Context: an optimization exercise on an open-source flow, tuned for small area, a short achievable clock period and few clock cycles per item. The choices shown serve that exercise and are no tape-out recipe.
RTL that was checked went through simulation tests only; none was proved equivalent to the original.
Function not checked in runs 2 and 3: the RTL went through the layout flow alone.
No activity file was given, so power comes from the tool's default toggle rates.

## flow/design.v (module list and top-level ports; edited modules follow where they fit)
// module mac_fa: 10 lines
// module mac_aoi21: 3 lines
// module mac_oai21: 3 lines
// module mac_nand2: 3 lines
// module mac_nor2: 3 lines
// module mac_xnor2: 3 lines
// module mac_or2: 3 lines
// module mac_ha: 9 lines
// module wallace_mac: 2007 lines
module wallace_mac (
    input  wire        clk,
    input  wire        arst_n,
    input  wire        req,
    output logic       ack,
    input  wire [15:0] a,
    input  wire [15:0] b,
    input  wire [31:0] acc,
    input  wire        cin,
    output logic [32:0] result
);
  // ...
==> flow/flow/run.sh <==
#!/bin/bash
# The standard layout (the standard.sh: ORFS synthesis, then place and
# route), with two changes to how the layout is made:
#  - the port buffers that global placement inserts on every input and output
#    use a plain buffer cell (buf_2) rather than the delay cell the resizer
#    would pick by default;
#  - after the standard synthesis, the a21oi and nand2 gates that ABC mapped at
#    drive strength 2 start at drive strength 1 (same function and pins); the
#    resizer sizes up again whatever timing needs.
# Each step's full output goes to its own log file in this folder (ORFS's own
# per-step logs stay under orfs/logs/).
set -euo pipefail
export BUFFER_PORTS_ARGS="-buffer_cell sky130_fd_sc_hd__buf_2"
R="$PWD/orfs/results/sky130hd/wallace_mac/base"
bash standard.sh "$R/1_2_yosys.v" > synth_flow.log 2>&1
sed -i -E 's/sky130_fd_sc_hd__(a21oi|nand2)_2 /sky130_fd_sc_hd__\1_1 /' "$R/1_2_yosys.v"
grep -c "sky130_fd_sc_hd__a21oi_1 \|sky130_fd_sc_hd__nand2_1 " "$R/1_2_yosys.v" > downsize.log 2>&1 || true
bash standard.sh > standard_flow.log 2>&1
==> flow/standard.sh <==
#!/bin/bash
# synth_recipe.tcl (not shown) runs the flow's synth.tcl, then flattens the netlist and writes it again
# the make line also repeats each setting of config.mk as NAME=value (left out here)
make -C /OpenROAD-flow-scripts/flow DESIGN_CONFIG=/design/flow/config.mk WORK_HOME=/design/flow/orfs CLKGATE_MAP_FILE= SYNTH_SCRIPT=/design/flow/synth_recipe.tcl "${@:-finish}"
==> flow/config.mk <==
export PLATFORM = sky130hd
export DESIGN_NAME = wallace_mac
export DESIGN_NICKNAME = wallace_mac
export VERILOG_FILES = /design/flow/design.v
export SDC_FILE = /design/flow/constraint.sdc
export NUM_CORES = 4
export LEC_CHECK = 0
export CAP_MARGIN = 20
export CORE_MARGIN = 2
export CORE_UTILIZATION = 40
export CTS_BUF_LIST = sky130_fd_sc_hd__clkbuf_8
export SETUP_SLACK_MARGIN = 2.05
export SLEW_MARGIN = 20
export SYNTH_HIERARCHICAL = 1
export SYNTH_MINIMUM_KEEP_SIZE = 0
==> flow/constraint.sdc <==
create_clock -name core_clock -period 6.0 [get_ports {clk}]
set_input_delay 1.2000 -clock core_clock [delete_from_list [all_inputs] [get_ports {clk}]]
set_output_delay 1.2000 -clock core_clock [all_outputs]
set_load 0.01 [all_outputs]
==> metrics.md, run 1 <==
| Metric | Value |
|---|---|
| Run status | `timing/DRC/antenna clean` |
| Final clock period utilization by the worst path | `66.1%` |
| Path category of the worst min-delay check | `in2async` |
| Setup total negative slack | `0 ns` |
| Number of diodes | `0` |
| Vertical die dimension | `160 um` |
| Detailed route wirelength on metal2 | `11000 um` |
| Post-detailed-route DRC marker count | `0` |
| Fraction of standard cell area in multi-input logic | `71.2%` |
| Logic pwr share | `80.6%` |
| Clock period minus worst slack | `3.97 ns` |
| Maximum fanout count along the critical path | `5` |
| Post-Route Hold Slack | `0.586 ns` |
| Final Core Density | `43.7%` |
| Number of port buffers | `101` |
| Non-clock buffers | `108` |
| Number of endpoints with negative hold slack in the final report | `0` |
| Total clock buffers created by CTS | `9` |
| Leading cell type in the layout, fill and taps excluded | `sky130_fd_sc_hd__nand2_1` |
| X dimension of the die | `160 um` |
| M2 GR Usage | `30.3%` |
| Slew at the pin closest to its max-slew limit | `0.670 ns` |
| Routed length on met3 | `1820 um` |
| Clock group power | `445 uW` |
| Crit path capture | `result[28]` |
| Detailed placement HPWL | `17500 um` |
| Sequential cell area | `1430 sq um` |
| Resized cells post-CTS | `41` |
| Clock network area share | `2.23%` |
| Non-clk buf share | `6.02%` |
| Most crowded layer after global routing | `met2` |
| Sum of routed wire segments on met1 | `9870 um` |
| Required time of the critical path | `4.80 ns` |
| Number of ports placed on the die boundary | `102` |
| Avg Cell Area, Syn | `10.2 sq um` |
| Final GP Congestion | `0.866` |
| Pwr per Cell Area | `632 nW/um^2` |
| Count of buffer and inverter cells on the critical path | `2` |
| Initial antenna violation count | `2` |
| Setup slack after placement | `1.72 ns` |
| Tapcells inserted | `319` |
Testbench counts, summed over its fixed seeds: cycles 16,000, items 8,000.
==> run 2, diff against run 1 <==
--- a/flow/design.v
+++ b/flow/design.v
@@ -1103,22 +1103,16 @@
     wire s_25;
     wire s_26;
     wire s_27;
     wire s_28;
     wire s_29;
     wire s_30;
     wire s_31;
     wire s_32;
-    logic r_fs_141;
-    logic r_fc_181;
-    logic r_fs_182;
-    logic r_fs_143;
-    logic r_fc_182;
-    logic r_fs_183;
     logic r_fs_145;
     logic r_fc_183;
     logic r_fs_184;
     logic r_fs_147;
     logic r_fc_184;
     logic r_fs_185;
     logic r_fs_149;
     logic r_fc_185;
@@ -1145,16 +1139,20 @@
     logic r_fs_205;
     logic r_fc_205;
     logic r_fs_206;
     logic r_fc_206;
     logic r_fs_207;
     logic r_fc_207;
     logic r_fs_208;
     logic r_fc_208;
+    logic r_fs_209;
+    logic r_fc_209;
+    logic r_fs_210;
+    logic r_fc_210;
     logic r_fs_219;
     logic r_fs_220;
     logic r_fc_219;
     logic r_fs_221;
     logic r_fc_220;
     logic r_fs_222;
     logic r_fc_221;
     logic r_fs_223;
@@ -1162,27 +1160,24 @@
     logic r_fs_224;
     logic r_fc_223;
     logic r_fs_225;
     logic r_fc_224;
     logic r_fs_226;
     logic r_fc_225;
     logic r_nacc_31;
     logic r_fc_226;
-    logic r_P2_7;
-    logic r_G2_3;
-    logic r_G2_7;
+    logic r_G3_7;
     logic r_p0_1;
-    logic r_p0_4;
-    logic r_p0_7;
-    logic r_G3_6;
     logic r_s_2;
     logic r_s_3;
+    logic r_s_4;
     logic r_s_5;
     logic r_s_6;
+    logic r_s_7;
     assign pp_0_0 = ~(a[0] & b[0]);
     assign pp_0_1 = ~(a[0] & b[1]);
     assign pp_0_2 = ~(a[0] & b[2]);
     assign pp_0_3 = ~(a[0] & b[3]);
     assign pp_0_4 = ~(a[0] & b[4]);
     assign pp_0_5 = ~(a[0] & b[5]);
     assign pp_0_6 = ~(a[0] & b[6]);
     assign pp_0_7 = ~(a[0] & b[7]);
@@ -1700,16 +1695,18 @@
     mac_fa u_fa_201 (.x(hs_10), .y(fc_173), .z(fs_174), .s(fs_201), .c(fc_201));
     mac_fa u_fa_202 (.x(fs_128), .y(fc_174), .z(fs_175), .s(fs_202), .c(fc_202));
     mac_fa u_fa_203 (.x(fs_129), .y(fc_175), .z(fs_176), .s(fs_203), .c(fc_203));
     mac_fa u_fa_204 (.x(fs_131), .y(fc_176), .z(fs_177), .s(fs_204), .c(fc_204));
     mac_fa u_fa_205 (.x(fs_133), .y(fc_177), .z(fs_178), .s(fs_205), .c(fc_205));
     mac_fa u_fa_206 (.x(fs_135), .y(fc_178), .z(fs_179), .s(fs_206), .c(fc_206));
     mac_fa u_fa_207 (.x(fs_137), .y(fc_179), .z(fs_180), .s(fs_207), .c(fc_207));
     mac_fa u_fa_208 (.x(fs_139), .y(fc_180), .z(fs_181), .s(fs_208), .c(fc_208));
+    mac_fa u_fa_209 (.x(fs_141), .y(fc_181), .z(fs_182), .s(fs_209), .c(fc_209));
+    mac_fa u_fa_210 (.x(fs_143), .y(fc_182), .z(fs_183), .s(fs_210), .c(fc_210));
     mac_fa u_fa_219 (.x(fs_161), .y(fs_192), .z(fc_191), .s(fs_219), .c(fc_219));
     mac_fa u_fa_220 (.x(fc_161), .y(fs_193), .z(fc_192), .s(fs_220), .c(fc_220));
     mac_fa u_fa_221 (.x(fc_163), .y(fs_194), .z(fc_193), .s(fs_221), .c(fc_221));
     mac_fa u_fa_222 (.x(fc_165), .y(fs_195), .z(fc_194), .s(fs_222), .c(fc_222));
     mac_fa u_fa_223 (.x(fc_167), .y(fs_196), .z(fc_195), .s(fs_223), .c(fc_223));
     mac_fa u_fa_224 (.x(fc_169), .y(fs_197), .z(fc_196), .s(fs_224), .c(fc_224));
     mac_fa u_fa_225 (.x(fs_198), .y(fc_170), .z(fc_197), .s(fs_225), .c(fc_225));
     mac_fa u_fa_226 (.x(nacc_30), .y(pp_15_15), .z(fc_198), .s(fs_226), .c(fc_226));
@@ -1743,27 +1740,24 @@
     mac_nand2 u_P2_6 (.a(p0_6), .b(i_P1_5), .y(P2_6));
     mac_oai21 u_G2_7 (.a(P1_7), .b(G1_5), .c(G1_7), .y(G2_7));
     mac_nor2 u_P2_7 (.a(P1_7), .b(P1_5), .y(P2_7));
     mac_aoi21 u_G3_4 (.a(p0_4), .b(G2_3), .c(g0_4), .y(G3_4));
     mac_aoi21 u_G3_5 (.a(i_P1_5), .b(G2_3), .c(i_G1_5), .y(G3_5));
     assign i_G2_6 = ~G2_6;
     assign i_P2_6 = ~P2_6;
     mac_aoi21 u_G3_6 (.a(i_P2_6), .b(G2_3), .c(i_G2_6), .y(G3_6));
+    mac_aoi21 u_G3_7 (.a(P2_7), .b(G2_3), .c(G2_7), .y(G3_7));
     assign s_2 = ~(p0_2 ^ G1_1);
     assign s_3 = p0_3 ^ G2_2;
+    assign s_4 = ~(p0_4 ^ G2_3);
     assign s_5 = p0_5 ^ G3_4;
     assign s_6 = p0_6 ^ G3_5;
+    assign s_7 = p0_7 ^ G3_6;
     always_ff @(posedge clk) begin
-        r_fs_141 <= fs_141;
-        r_fc_181 <= fc_181;
-        r_fs_182 <= fs_182;
-        r_fs_143 <= fs_143;
-        r_fc_182 <= fc_182;
-        r_fs_183 <= fs_183;
         r_fs_145 <= fs_145;
         r_fc_183 <= fc_183;
         r_fs_184 <= fs_184;
         r_fs_147 <= fs_147;
         r_fc_184 <= fc_184;
         r_fs_185 <= fs_185;
         r_fs_149 <= fs_149;
         r_fc_185 <= fc_185;
@@ -1790,16 +1784,20 @@
         r_fs_205 <= fs_205;
         r_fc_205 <= fc_205;
         r_fs_206 <= fs_206;
         r_fc_206 <= fc_206;
         r_fs_207 <= fs_207;
         r_fc_207 <= fc_207;
         r_fs_208 <= fs_208;
         r_fc_208 <= fc_208;
+        r_fs_209 <= fs_209;
+        r_fc_209 <= fc_209;
+        r_fs_210 <= fs_210;
+        r_fc_210 <= fc_210;
         r_fs_219 <= fs_219;
         r_fs_220 <= fs_220;
         r_fc_219 <= fc_219;
         r_fs_221 <= fs_221;
         r_fc_220 <= fc_220;
         r_fs_222 <= fs_222;
         r_fc_221 <= fc_221;
         r_fs_223 <= fs_223;
@@ -1807,30 +1805,25 @@
         r_fs_224 <= fs_224;
         r_fc_223 <= fc_223;
         r_fs_225 <= fs_225;
         r_fc_224 <= fc_224;
         r_fs_226 <= fs_226;
         r_fc_225 <= fc_225;
         r_nacc_31 <= nacc_31;
         r_fc_226 <= fc_226;
-        r_P2_7 <= P2_7;
-        r_G2_3 <= G2_3;
-        r_G2_7 <= G2_7;
+        r_G3_7 <= G3_7;
         r_p0_1 <= p0_1;
-        r_p0_4 <= p0_4;
-        r_p0_7 <= p0_7;
-        r_G3_6 <= G3_6;
         r_s_2 <= s_2;
         r_s_3 <= s_3;
+        r_s_4 <= s_4;
         r_s_5 <= s_5;
         r_s_6 <= s_6;
+        r_s_7 <= s_7;
     end
-    mac_fa u_fa_209 (.x(r_fs_141), .y(r_fc_181), .z(r_fs_182), .s(fs_209), .c(fc_209));
-    mac_fa u_fa_210 (.x(r_fs_143), .y(r_fc_182), .z(r_fs_183), .s(fs_210), .c(fc_210));
     mac_fa u_fa_211 (.x(r_fs_145), .y(r_fc_183), .z(r_fs_184), .s(fs_211), .c(fc_211));
     mac_fa u_fa_212 (.x(r_fs_147), .y(r_fc_184), .z(r_fs_185), .s(fs_212), .c(fc_212));
     mac_fa u_fa_213 (.x(r_fs_149), .y(r_fc_185), .z(r_fs_186), .s(fs_213), .c(fc_213));
     mac_fa u_fa_214 (.x(r_fs_151), .y(r_fc_186), .z(r_fs_187), .s(fs_214), .c(fc_214));
     mac_fa u_fa_215 (.x(r_fs_153), .y(r_fc_187), .z(r_fs_188), .s(fs_215), .c(fc_215));
     mac_fa u_fa_216 (.x(r_fc_153), .y(r_fs_189), .z(r_fc_188), .s(fs_216), .c(fc_216));
     mac_fa u_fa_217 (.x(r_fc_155), .y(r_fs_190), .z(r_fc_189), .s(fs_217), .c(fc_217));
     mac_fa u_fa_218 (.x(r_fc_157), .y(r_fs_191), .z(r_fc_190), .s(fs_218), .c(fc_218));
@@ -1840,22 +1833,22 @@
     assign g0_9 = r_fc_204 & r_fs_205;
     assign p0_9 = r_fc_204 ^ r_fs_205;
     assign g0_10 = r_fc_205 & r_fs_206;
     assign p0_10 = r_fc_205 ^ r_fs_206;
     assign g0_11 = r_fc_206 & r_fs_207;
     assign p0_11 = r_fc_206 ^ r_fs_207;
     assign g0_12 = r_fc_207 & r_fs_208;
     assign p0_12 = r_fc_207 ^ r_fs_208;
-    assign g0_13 = r_fc_208 & fs_209;
-    assign p0_13 = r_fc_208 ^ fs_209;
-    assign g0_14 = fc_209 & fs_210;
-    assign p0_14 = fc_209 ^ fs_210;
-    assign g0_15 = fc_210 & fs_211;
-    assign p0_15 = fc_210 ^ fs_211;
+    assign g0_13 = r_fc_208 & r_fs_209;
+    assign p0_13 = r_fc_208 ^ r_fs_209;
+    assign g0_14 = r_fc_209 & r_fs_210;
+    assign p0_14 = r_fc_209 ^ r_fs_210;
+    assign g0_15 = r_fc_210 & fs_211;
+    assign p0_15 = r_fc_210 ^ fs_211;
     assign g0_16 = fc_211 & fs_212;
     assign p0_16 = fc_211 ^ fs_212;
     assign g0_17 = fc_212 & fs_213;
     assign p0_17 = fc_212 ^ fs_213;
     assign g0_18 = fc_213 & fs_214;
     assign p0_18 = fc_213 ^ fs_214;
     assign g0_19 = fc_214 & fs_215;
     assign p0_19 = fc_214 ^ fs_215;
@@ -1938,17 +1931,16 @@
     mac_oai21 u_G2_27 (.a(P1_27), .b(G1_25), .c(G1_27), .y(G2_27));
     mac_nor2 u_P2_27 (.a(P1_27), .b(P1_25), .y(P2_27));
     assign i_G1_29 = ~G1_29;
     mac_aoi21 u_G2_30 (.a(p0_30), .b(i_G1_29), .c(g0_30), .y(G2_30));
     assign i_P1_29 = ~P1_29;
     mac_nand2 u_P2_30 (.a(p0_30), .b(i_P1_29), .y(P2_30));
     mac_oai21 u_G2_31 (.a(P1_31), .b(G1_29), .c(G1_31), .y(G2_31));
     mac_nor2 u_P2_31 (.a(P1_31), .b(P1_29), .y(P2_31));
-    mac_aoi21 u_G3_7 (.a(r_P2_7), .b(r_G2_3), .c(r_G2_7), .y(G3_7));
     mac_aoi21 u_G3_12 (.a(p0_12), .b(G2_11), .c(g0_12), .y(G3_12));
     mac_nand2 u_P3_12 (.a(p0_12), .b(P2_11), .y(P3_12));
     mac_aoi21 u_G3_13 (.a(i_P1_13), .b(G2_11), .c(i_G1_13), .y(G3_13));
     mac_nand2 u_P3_13 (.a(i_P1_13), .b(P2_11), .y(P3_13));
     assign i_G2_14 = ~G2_14;
     assign i_P2_14 = ~P2_14;
     mac_aoi21 u_G3_14 (.a(i_P2_14), .b(G2_11), .c(i_G2_14), .y(G3_14));
     mac_nand2 u_P3_14 (.a(i_P2_14), .b(P2_11), .y(P3_14));
@@ -1971,26 +1963,26 @@
     assign i_G2_30 = ~G2_30;
     assign i_P2_30 = ~P2_30;
     mac_aoi21 u_G3_30 (.a(i_P2_30), .b(G2_27), .c(i_G2_30), .y(G3_30));
     mac_nand2 u_P3_30 (.a(i_P2_30), .b(P2_27), .y(P3_30));
     mac_aoi21 u_G3_31 (.a(P2_31), .b(G2_27), .c(G2_31), .y(G3_31));
     mac_nand2 u_P3_31 (.a(P2_31), .b(P2_27), .y(P3_31));
     assign i_g0_8 = ~g0_8;
     assign i_p0_8 = ~p0_8;
-    mac_oai21 u_G4_8 (.a(i_p0_8), .b(G3_7), .c(i_g0_8), .y(G4_8));
-    mac_oai21 u_G4_9 (.a(P1_9), .b(G3_7), .c(G1_9), .y(G4_9));
-    mac_oai21 u_G4_10 (.a(P2_10), .b(G3_7), .c(G2_10), .y(G4_10));
+    mac_oai21 u_G4_8 (.a(i_p0_8), .b(r_G3_7), .c(i_g0_8), .y(G4_8));
+    mac_oai21 u_G4_9 (.a(P1_9), .b(r_G3_7), .c(G1_9), .y(G4_9));
+    mac_oai21 u_G4_10 (.a(P2_10), .b(r_G3_7), .c(G2_10), .y(G4_10));
     assign i_G2_11 = ~G2_11;
     assign i_P2_11 = ~P2_11;
-    mac_oai21 u_G4_11 (.a(i_P2_11), .b(G3_7), .c(i_G2_11), .y(G4_11));
-    mac_oai21 u_G4_12 (.a(P3_12), .b(G3_7), .c(G3_12), .y(G4_12));
-    mac_oai21 u_G4_13 (.a(P3_13), .b(G3_7), .c(G3_13), .y(G4_13));
-    mac_oai21 u_G4_14 (.a(P3_14), .b(G3_7), .c(G3_14), .y(G4_14));
-    mac_oai21 u_G4_15 (.a(P3_15), .b(G3_7), .c(G3_15), .y(G4_15));
+    mac_oai21 u_G4_11 (.a(i_P2_11), .b(r_G3_7), .c(i_G2_11), .y(G4_11));
+    mac_oai21 u_G4_12 (.a(P3_12), .b(r_G3_7), .c(G3_12), .y(G4_12));
+    mac_oai21 u_G4_13 (.a(P3_13), .b(r_G3_7), .c(G3_13), .y(G4_13));
+    mac_oai21 u_G4_14 (.a(P3_14), .b(r_G3_7), .c(G3_14), .y(G4_14));
+    mac_oai21 u_G4_15 (.a(P3_15), .b(r_G3_7), .c(G3_15), .y(G4_15));
     assign i_g0_24 = ~g0_24;
     assign i_p0_24 = ~p0_24;
     mac_oai21 u_G4_24 (.a(i_p0_24), .b(G3_23), .c(i_g0_24), .y(G4_24));
     mac_nor2 u_P4_24 (.a(i_p0_24), .b(P3_23), .y(P4_24));
     mac_oai21 u_G4_25 (.a(P1_25), .b(G3_23), .c(G1_25), .y(G4_25));
     mac_nor2 u_P4_25 (.a(P1_25), .b(P3_23), .y(P4_25));
     mac_oai21 u_G4_26 (.a(P2_26), .b(G3_23), .c(G2_26), .y(G4_26));
     mac_nor2 u_P4_26 (.a(P2_26), .b(P3_23), .y(P4_26));
@@ -2029,19 +2021,17 @@
     mac_aoi21 u_G5_26 (.a(P4_26), .b(G4_15), .c(G4_26), .y(G5_26));
     mac_aoi21 u_G5_27 (.a(P4_27), .b(G4_15), .c(G4_27), .y(G5_27));
     mac_aoi21 u_G5_28 (.a(P4_28), .b(G4_15), .c(G4_28), .y(G5_28));
     mac_aoi21 u_G5_29 (.a(P4_29), .b(G4_15), .c(G4_29), .y(G5_29));
     mac_aoi21 u_G5_30 (.a(P4_30), .b(G4_15), .c(G4_30), .y(G5_30));
     mac_aoi21 u_G5_31 (.a(P4_31), .b(G4_15), .c(G4_31), .y(G5_31));
     assign s_0 = ~(p0_0 ^ 1'b1);
     assign s_1 = ~(r_p0_1 ^ 1'b1);
-    assign s_4 = ~(r_p0_4 ^ r_G2_3);
-    assign s_7 = r_p0_7 ^ r_G3_6;
-    assign s_8 = p0_8 ^ G3_7;
+    assign s_8 = p0_8 ^ r_G3_7;
     assign s_9 = ~(p0_9 ^ G4_8);
     assign s_10 = ~(p0_10 ^ G4_9);
     assign s_11 = ~(p0_11 ^ G4_10);
     assign s_12 = ~(p0_12 ^ G4_11);
     assign s_13 = ~(p0_13 ^ G4_12);
     assign s_14 = ~(p0_14 ^ G4_13);
     assign s_15 = ~(p0_15 ^ G4_14);
     assign s_16 = ~(p0_16 ^ G4_15);
@@ -2056,11 +2046,11 @@
     assign s_25 = p0_25 ^ G5_24;
     assign s_26 = p0_26 ^ G5_25;
     assign s_27 = p0_27 ^ G5_26;
     assign s_28 = p0_28 ^ G5_27;
     assign s_29 = p0_29 ^ G5_28;
     assign s_30 = p0_30 ^ G5_29;
     assign s_31 = p0_31 ^ G5_30;
     assign s_32 = 1'b0 ^ G5_31;
-    assign result = {s_32, s_31, s_30, s_29, s_28, s_27, s_26, s_25, s_24, s_23, s_22, s_21, s_20, s_19, s_18, s_17, s_16, s_15, s_14, s_13, s_12, s_11, s_10, s_9, s_8, s_7, r_s_6, r_s_5, s_4, r_s_3, r_s_2, s_1, s_0};
+    assign result = {s_32, s_31, s_30, s_29, s_28, s_27, s_26, s_25, s_24, s_23, s_22, s_21, s_20, s_19, s_18, s_17, s_16, s_15, s_14, s_13, s_12, s_11, s_10, s_9, s_8, r_s_7, r_s_6, r_s_5, r_s_4, r_s_3, r_s_2, s_1, s_0};
 endmodule
 `default_nettype wire
==> flow/flow/run.sh (replaced) <==
#!/bin/bash
# The standard layout (the standard.sh: ORFS synthesis and place and route,
# unchanged), except that the port buffers that global placement inserts on
# every input and output use a plain buffer cell rather than the delay cell
# the resizer would pick by default.
set -euo pipefail
export BUFFER_PORTS_ARGS="-buffer_cell ${PORT_BUFFER:-sky130_fd_sc_hd__buf_2}"
bash standard.sh > standard_flow.log 2>&1
==> flow/config.mk (replaced) <==
export PLATFORM = sky130hd
export DESIGN_NAME = wallace_mac
export DESIGN_NICKNAME = wallace_mac
export VERILOG_FILES = /design/flow/design.v
export SDC_FILE = /design/flow/constraint.sdc
export NUM_CORES = 4
export LEC_CHECK = 0
export CAP_MARGIN = 20
export CORE_MARGIN = 2
export CORE_UTILIZATION = 40
export CTS_BUF_LIST = sky130_fd_sc_hd__clkbuf_8
export SETUP_SLACK_MARGIN = 2.0
export SLEW_MARGIN = 20
export SYNTH_HIERARCHICAL = 1
export SYNTH_MINIMUM_KEEP_SIZE = 0
==> run 2 against run 1 <==
  * Still clean on timing, DRC and antenna
  * Power is 7.9% lower
  * Core utilization fell by 1.2 points
  * Clock-buffer cell count is 1 lower
  * Clock power increased by 4%
  * Worst hold slack better by 0.0075 ns
  * Worst setup slack better by 0.039 ns
  * Maximum frequency up 1.0%
  * Critical path type is now in2reg
  * Largest power group unchanged
==> metrics.md, run 2 <==
| Metric | Value |
|---|---|
| DRT Wirelength | `23200 um` |
| Cell chain of the critical path | `buf_2, nand2_2, fa_1, fa_1, fa_1, fa_1, fa_1` |
| Power share of the clock group | `7.7%` |
| Layout Nets | `1295` |
| Wire length per cell after detailed routing | `17.9 um` |
| Commonest non-fill, non-tap cells in the layout | `272 x sky130_fd_sc_hd__nand2_1, 222 x sky130_fd_sc_hd__fa_1, 85 x sky130_fd_sc_hd__buf_2` |
| Synthesized Nets | `1272` |
| Leading cell type in the layout, fill and taps excluded | `sky130_fd_sc_hd__nand2_1` |
| Launch point of the worst path | `a[9]` |
| Final total power | `6000 uW` |
| Number of endpoints with negative hold slack in the final report | `0 (unchanged)` |
| Initial antenna violation count | `1 (-1)` |
| Post-synth EDFFs | `0` |
| Run status | `timing/DRC/antenna clean` |
| Slew at the pin closest to its max-slew limit | `0.547 ns (-0.123 ns)` |
| Die footprint | `25800 sq um` |
| Hold buffer count at cts | `0` |
| Yosys top cell by area | `sky130_fd_sc_hd__fa_1` |
| First-pass GRT wire length | `37100 um` |
| Crit path max-delay family | `adder cells` |
| Crit path capture | `r_fs_210` |
| Via density | `4.94` |
| Final non-filler cell total | `1298` |
| Async set-or-reset flop fraction in the synthesized netlist | `1.52%` |
| Library cell contributing the largest single delay on the critical path | `sky130_fd_sc_hd__fa_1` |
| Pin count of the biggest net entering global routing | `18` |
| Number of warnings reported in the yosys synthesis log | `7` |
| Total global-route track usage | `18.7%` |
| Start-to-end type of the worst setup path | `in2reg` |
| Cell area after synthesis | `9830 sq um` |
| H-tree Lvls | `3` |
| Count of buffer and inverter cells on the critical path | `1 (-1)` |
| Pwr per Cell Area | `582 nW/um^2 (-7.8%)` |
| Static leakage power | `0.00405 uW` |
| Core area | `24200 sq um` |
| Setup repair after global routing missed its margin | `true` |
| Path length in cells of the critical path | `7` |
| First-pass iteration count of the detailed router | `5` |
| Number of max-cap violations | `0` |
| Clk Tree Root Cell | `sky130_fd_sc_hd__clkbuf_8` |
| Share of the yosys chip area belonging to registers | `13.5%` |
| Share of layout cells above drive strength 1 | `22.2%` |
| Starting Density | `40.5%` |
| Most frequent cells after synthesis | `274 x sky130_fd_sc_hd__nand2_1, 226 x sky130_fd_sc_hd__fa_1, 77 x sky130_fd_sc_hd__inv_1` |
| Leading post-synthesis cells by cell area | `sky130_fd_sc_hd__fa_1 46%, sky130_fd_sc_hd__dfxtp_1 13%, sky130_fd_sc_hd__nand2_1 10%` |
| Post-detailed-route DRC marker count | `0 (unchanged)` |
| Critical Path Source Type | `primary input` |
| Clock period minus worst slack | `3.93 ns (-0.0393 ns)` |
| Avg Cell Area, Syn | `10.4 sq um (+2.1%)` |
| Number of filler cells placed in the layout | `2361` |
| Detailed placement HPWL | `18100 um (+3.1%)` |
| DRT antenna net count | `0` |
| Most used flip-flop cell after synthesis | `sky130_fd_sc_hd__dfxtp_1` |
| Number of synthesized register bits | `66` |
| Synth cell types | `16` |
| Clock slew at reported path FFs | `0.07 ns` |
| Setup total negative slack | `0 ns (unchanged)` |
| Path category of the worst min-delay check | `in2async` |
| Maximum fanout count along the critical path | `16 (+11)` |
| Final clock period utilization by the worst path | `65.4% (-0.65 points)` |
| Total clock buffers created by CTS | `9 (unchanged)` |
| Most common cell in the synthesized netlist | `sky130_fd_sc_hd__nand2_1` |
| Required time of the critical path | `6.25 ns (+1.45 ns)` |
| Global route total overflow | `0` |
| Num rows | `57` |
| Logic pwr share | `79.5% (-1.1 points)` |
| Net switching fraction of the power | `48.9%` |
| Number of global-route vias before repair | `7082` |
| Number of port buffers | `101 (unchanged)` |
| Vertical die dimension | `161 um (+0.74%)` |
| Final GP Congestion | `0.847 (-2.2%)` |
| Power spent charging and discharging nets | `2930 uW` |
| Number of violations reported at the end of detailed-routing iteration 0 | `333` |
| Arrival time at the worst endpoint | `4.17 ns` |
| Critical Path End Type | `register` |
| Total via count in the routed design | `6406` |
| Relative area change from synthesis to final layout | `4.83%` |
| Max Freq | `255 MHz` |
| Slowest Stage Delay on Critical Path | `0.59 ns` |
| Number of setup violations in the final report | `0` |
| Reg power frac | `12.8%` |
| TritonCTS clock tree | `built` |
| X dimension of the die | `161 um (+0.74%)` |
| Maximum ir drop on the vdd rail | `0.262 mV` |
| Fraction of post-synthesis cell area in the top cell type by area | `46.0%` |
| Internal power component | `3060 uW` |
| Clock Sinks | `66` |
| Max-Slew Margin vs Limit | `63.3%` |
| Number of pins with negative max-slew slack in the final report | `0` |
| Placed Instances | `1273` |
| Number of instances in the synthesized netlist | `944` |
| Longest Clk Path Bufs | `2` |
| Number of ports placed on the die boundary | `102 (unchanged)` |
| Library cell appearing most often on the critical path | `sky130_fd_sc_hd__fa_1` |
[run 2: cells by family after synthesis]
group	Yosys count	share of synthesized area [%]
fa+ha+maj	260	50.4
flops	66	13.5
compound gates	79	6.13
simple gates	320	13.0
buf+inv	174	13.0
xor+xnor	45	4.01
[run 2: per-module statistics from Yosys (local to each module, per instance)]
module	copies in the design	cell area [sq um]
mac_fa	226	20.0
mac_xnor2	15	8.76
mac_oai21	24	5.00
mac_nor2	15	3.75
mac_aoi21	55	8.76
wallace_mac	1	4290
mac_nand2	34	3.75
mac_or2	15	6.26
[run 2: worst min path at each step]
stage	from	to	slack (ns)	cells after the start
floorplan	arst_n	ack	0.90	0
global placement	arst_n	ack	0.97	1
detailed placement	arst_n	ack	0.98	1
CTS	arst_n	ack	0.57	1
global route	arst_n	ack	0.58	1
finish	arst_n	ack	0.59	1
[run 2: through the flow]
step / cell area [sq um] / utilization, % / setup WS, ns / hold slack, ns
after global routing: 10300 / 42.5 / 1.99 / 0.582
after global placement: 9800 / 40.4 / 1.67 / 0.975
after CTS: 10100 / 41.6 / 2.00 / 0.574
final: 10300 / 42.5 / 2.07 / 0.593
after detailed placement: 9800 / 40.4 / 1.62 / 0.976
after floorplan: 9870 / - / 1.97 / 0.904
[run 2: power groups by stage]
stage               clock, uW  sequential [uW]  combinational, uW
global placement            0              774               4210
global route              498              787               5360
finish                    464              766               4770
CTS                       478              769               4410
detailed placement          0              779               4270
floorplan                   0              750               3740
[run 2: area by class of cell]
type	instances	area [sq um]	area share [%]
Sequential cell	66	1330	12.9
Timing Repair Buffer	108	623	6.05
Clock buffer	9	124	1.20
Multi-Input combinational cell	705	7410	71.9
Antenna cell	2	5.00	0.0486
Inverter	77	289	2.81
Clock inverter	7	119	1.15
Tap cell	324	405	3.94
[run 2: routing by layer]
metal,vias up,part of all wire [%],global-route usage [%]
met2,219,49,31.0
li1,2831,-,-
met3,24,6.8,4.75
met4,0,1.5,5.24
met1,3332,43,24.5
met5,-,0,0
[run 2: repair_timing]
action                                  in CTS  in global routing
buffers inserted                             0                  6
gates resized for setup                      7                 33
cloned                                       1                  0
pin swaps                                    1                  6
endpoints found under the setup margin      11                 22
==> run 3, diff against run 2 <==
--- a/flow/config.mk
+++ b/flow/config.mk
@@ -11,3 +11,3 @@
 export CTS_BUF_LIST = sky130_fd_sc_hd__clkbuf_8
-export SETUP_SLACK_MARGIN = 2.0
+export SETUP_SLACK_MARGIN = 2.1
 export SLEW_MARGIN = 20
==> run 3 against run 2 <==
  * Die area is the same
  * Worst hold slack lost 0.0054 ns
  * Clock power fell by 13%
  * Flip-flop and latch count unchanged
  * Global-route usage increased by 0.14 points
  * Maximum frequency increased by 0.64%
  * First-iteration DRC count grew 5.1%
  * Still clean on timing, DRC and antenna
  * Combinational power up 4.4%
  * Critical endpoint is now result[31]
==> metrics.md, run 3 <==
| Metric | Value |
|---|---|
| Total global-route track usage | `18.8% (+0.14 points)` |
| Number of pins with negative max-slew slack in the final report | `0 (unchanged)` |
| Longest Clk Path Bufs | `2 (unchanged)` |
| Total clock buffers created by CTS | `9 (unchanged)` |
| Leading post-synthesis cells by cell area | `sky130_fd_sc_hd__fa_1 46%, sky130_fd_sc_hd__dfxtp_1 13%, sky130_fd_sc_hd__nand2_1 10%` |
| Async set-or-reset flop fraction in the synthesized netlist | `1.52% (unchanged)` |
| Layout Nets | `1294 (-0.077%)` |
| Relative area change from synthesis to final layout | `6.35%` |
| Clock period minus worst slack | `3.90 ns (-0.0251 ns)` |
| M2 GR Usage | `30.6% (-0.35 points)` |
| Number of port buffers | `101 (unchanged)` |
| Number of warnings reported in the yosys synthesis log | `7 (unchanged)` |
| Synth cell types | `16 (unchanged)` |
| DRT antenna net count | `0 (unchanged)` |
| Core area | `24200 sq um (unchanged)` |
| Post-synth EDFFs | `0 (unchanged)` |
| Clock slew at reported path FFs | `0.08 ns (about the same)` |
| Most frequent cells after synthesis | `274 x sky130_fd_sc_hd__nand2_1, 226 x sky130_fd_sc_hd__fa_1, 77 x sky130_fd_sc_hd__inv_1` |
| Setup slack after placement | `1.65 ns (+0.0268 ns)` |
| Vertical die dimension | `161 um (unchanged)` |
| Wire length per cell after detailed routing | `17.8 um (-0.37%)` |
| Num rows | `57 (unchanged)` |
| Critical Path Source Type | `register` |
| Number of max-cap violations | `0 (unchanged)` |
| Total via count in the routed design | `6394 (-0.19%)` |
| First-pass GRT wire length | `37400 um (+0.61%)` |
| Post-detailed-route DRC marker count | `0 (unchanged)` |
| Max Freq | `256 MHz (+0.64%)` |
| H-tree Lvls | `3 (unchanged)` |
| Fraction of post-synthesis cell area in the top cell type by area | `46.0% (unchanged)` |
| Arrival time at the worst endpoint | `2.70 ns (-1.47 ns)` |
| Global route total overflow | `0 (unchanged)` |
| Run status | `timing/DRC/antenna clean` |
| Number of violations reported at the end of detailed-routing iteration 0 | `350 (+5.1%)` |
| Pin count of the biggest net entering global routing | `17 (-1)` |
| Worst setup margin | `2.10 ns (+0.0251 ns)` |
| Number of global-route vias before repair | `6997 (-1.2%)` |
| Commonest non-fill, non-tap cells in the layout | `265 x sky130_fd_sc_hd__nand2_1, 208 x sky130_fd_sc_hd__fa_1, 77 x sky130_fd_sc_hd__inv_1` |
| Static leakage power | `0.00407 uW (+0.61%)` |
| Global-route track usage on met3 | `5.04% (+0.28 points)` |
| Share of layout cells above drive strength 1 | `25.3% (+3.1 points)` |
| Power spent charging and discharging nets | `3040 uW (+3.7%)` |
| Maximum ir drop on the vdd rail | `0.340 mV (+30%)` |
| Number of synthesized register bits | `66 (unchanged)` |
| X dimension of the die | `161 um (unchanged)` |
| Internal power component | `3110 uW (+1.4%)` |
| Setup repair after global routing missed its margin | `true` |
| Start-to-end type of the worst setup path | `reg2out` |
| Logic pwr share | `81.0% (+1.5 points)` |
| Most used flip-flop cell after synthesis | `sky130_fd_sc_hd__dfxtp_1` |
| Share of the yosys chip area belonging to registers | `13.5% (unchanged)` |
| Number of endpoints with negative hold slack in the final report | `0 (unchanged)` |
| First-pass iteration count of the detailed router | `5 (unchanged)` |
| Number of instances in the synthesized netlist | `944 (unchanged)` |
| Most common cell in the synthesized netlist | `sky130_fd_sc_hd__nand2_1` |
| Net switching fraction of the power | `49.5% (+0.56 points)` |
| Final GP Congestion | `0.865 (+2.2%)` |
| Number of setup violations in the final report | `0 (unchanged)` |
| Number of ports placed on the die boundary | `102 (unchanged)` |
| Path category of the worst min-delay check | `in2async` |
| Yosys top cell by area | `sky130_fd_sc_hd__fa_1` |
| DRT Wirelength | `23100 um (-0.52%)` |
| Max-Slew Margin vs Limit | `61.6% (-1.7 points)` |
| Reg power frac | `12.5% (-0.3 points)` |
| Avg Cell Area, Syn | `10.4 sq um (unchanged)` |
| TritonCTS clock tree | `built` |
| Synthesized Nets | `1272 (unchanged)` |
| Power share of the clock group | `6.6% (-1.1 points)` |
| Final clock period utilization by the worst path | `65.0% (-0.42 points)` |
| Clock Sinks | `66 (unchanged)` |
| Pwr per Cell Area | `589 nW/um^2 (+1.1%)` |
| Clk Tree Root Cell | `sky130_fd_sc_hd__clkbuf_8` |
| Required time of the critical path | `4.80 ns (-1.45 ns)` |
| Setup total negative slack | `0 ns (unchanged)` |
| Die footprint | `25800 sq um (unchanged)` |
| Final Core Density | `43.1% (+0.62 points)` |
| Initial antenna violation count | `1 (unchanged)` |
| Global Route met1 Usage | `24.7% (+0.27 points)` |
| Critical Path End Type | `primary output` |
| Cell area after synthesis | `9830 sq um (unchanged)` |
| Most crowded layer after global routing | `met2` |
| Via density | `4.93 (about the same)` |
| Slew at the pin closest to its max-slew limit | `0.572 ns (+0.0254 ns)` |
| Detailed placement HPWL | `18000 um (-0.30%)` |
| Maximum fanout count along the critical path | `8 (-8)` |
| Starting Density | `40.5% (unchanged)` |
| Leading cell type in the layout, fill and taps excluded | `sky130_fd_sc_hd__nand2_1` |
-- run 3: cell count changes in the layout (fill, tap and decap cells not counted), sizes merged --
cell,delta
buf,-4
clkbuf,+4
bufinv,-2
clkinv,+1
clkinvlp,-1
diode,-1
inv,+1
-- run 3: final timing paths --
check | from | end | slack, ns | cells past startpoint
max in group asynchronous | arst_n | ack | 5.33 | 1
min in group core_clock | req | ack | 0.93 | 1
worst min-delay path | arst_n | ack | 0.59 | 1
worst max-delay path | r_fc_183 | result[31] | 2.10 | 11
-- run 3: logic make-up after synthesis --
logic type	after synthesis	synth area share, %
AND/OR/NAND/NOR	320	13.0
adder cells (fa/ha/maj)	260	50.4
buffers and inverters	174	13.0
AO/OA/AOI/OAI	79	6.13
flip-flops	66	13.5
XOR/XNOR	45	4.01
-- run 3: worst max-delay path, cell delays in order (launching register included) --
cell,delay [ns]
sky130_fd_sc_hd__dfxtp_2,0.32
sky130_fd_sc_hd__fa_1,0.58
sky130_fd_sc_hd__ha_4,0.22
sky130_fd_sc_hd__a21oi_2,0.14
sky130_fd_sc_hd__o21ai_2,0.07
sky130_fd_sc_hd__a21oi_2,0.15
sky130_fd_sc_hd__o21ai_4,0.11
sky130_fd_sc_hd__buf_12,0.16
sky130_fd_sc_hd__buf_16,0.15
sky130_fd_sc_hd__a21oi_4,0.14
sky130_fd_sc_hd__xor2_1,0.15
sky130_fd_sc_hd__buf_2,0.15
-- run 3: what timing repair did --
| item | in CTS | in global routing |
|---|---|---|
| cloned | 2 | 0 |
| setup endpoints to repair | 20 | 28 |
| hold buffers | 0 | 0 |
| setup buffers | 4 | 0 |
| pin swaps | 9 | 14 |
| resized for setup | 28 | 46 |
-- run 3: metal layers --
| metal | wire length, um | vias to the layer above |
|---|---|---|
| li1 | - | 2830 |
| met1 | 9510 | 3303 |
| met2 | 11400 | 231 |
| met3 | 1670 | 30 |
| met4 | 470 | 0 |
| met5 | 0 | - |
-- run 3: power by group through the flow --
stage	clock, uW	combinational [uW]	sequential (uW)
global route	439	5590	791
floorplan	0	3760	750
global placement	0	4210	773
CTS	422	4830	770
finish	403	4980	767
detailed placement	0	4280	776
-- run 3: per-stage QoR --
stage	hold slack [ns]	area [sq um]	total power (uW)	instances
detailed placement	0.976	9860	5050	1273
finish	0.588	10500	6150	1296
CTS	0.563	10300	6020	1295
global route	0.562	10500	6820	1296
global placement	0.974	9860	4990	1273
floorplan	0.904	9940	4510	944
-- run 3: area by class of cell --
cell class,count,area (sq um)
fill,2392,13800
sequential,66,1330
tap,324,405
inverter,77,289
clock buffer,10,138
antenna,1,2.50
clock inverter,6,73.8
multi-input combinational,705,7540
timing repair buffer,107,676
-- run 3: Yosys stat by module (local to each module, per instance) --
module / area, sq um / flops+latches / times used
mac_fa: 20.0 / 0 / 226
mac_oai21: 5.00 / 0 / 24
mac_aoi21: 8.76 / 0 / 55
wallace_mac: 4290 / 66 / 1
mac_xnor2: 8.76 / 0 / 15
mac_nor2: 3.75 / 0 / 15
mac_or2: 6.26 / 0 / 15
mac_nand2: 3.75 / 0 / 34

## afterwards: timing with drivers on the ports
In the flow no input, the clock included, has a driving cell. The finished layouts below were timed again as built, in two steps. Step 1 sets driving cells, clkbuf_16 on the clock port and buf_2 on the other inputs (assumed; they add their load-dependent delay and slew). Step 2 times the ports against the registers' clock, not the clock port: input delays grow and output delays shrink by t, the midpoint of the rising clock arrivals with the driver on. a / b / c = ideal / step 1 / step 2; a / b = the first two.
run | t (ns) | setup WS [ns] | latest minus earliest clock arrival (ns) | slew at the worst register clock pin (ns)
run 1 | 0.407 | 2.034 / 1.994 / 1.702 | 0.013 / 0.013 | 0.09 / 0.09
run 2 | 0.412 | 2.074 / 2.061 / 1.649 | 0.013 / 0.013 | 0.08 / 0.08
run 3 | 0.413 | 2.099 / 2.054 / 1.747 | 0.019 / 0.020 | 0.09 / 0.09
After both steps setup and hold are still met in every run listed. The setup slack of run 2, which loses most, moves by -0.013 ns with the drivers and by -0.425 ns with both steps.
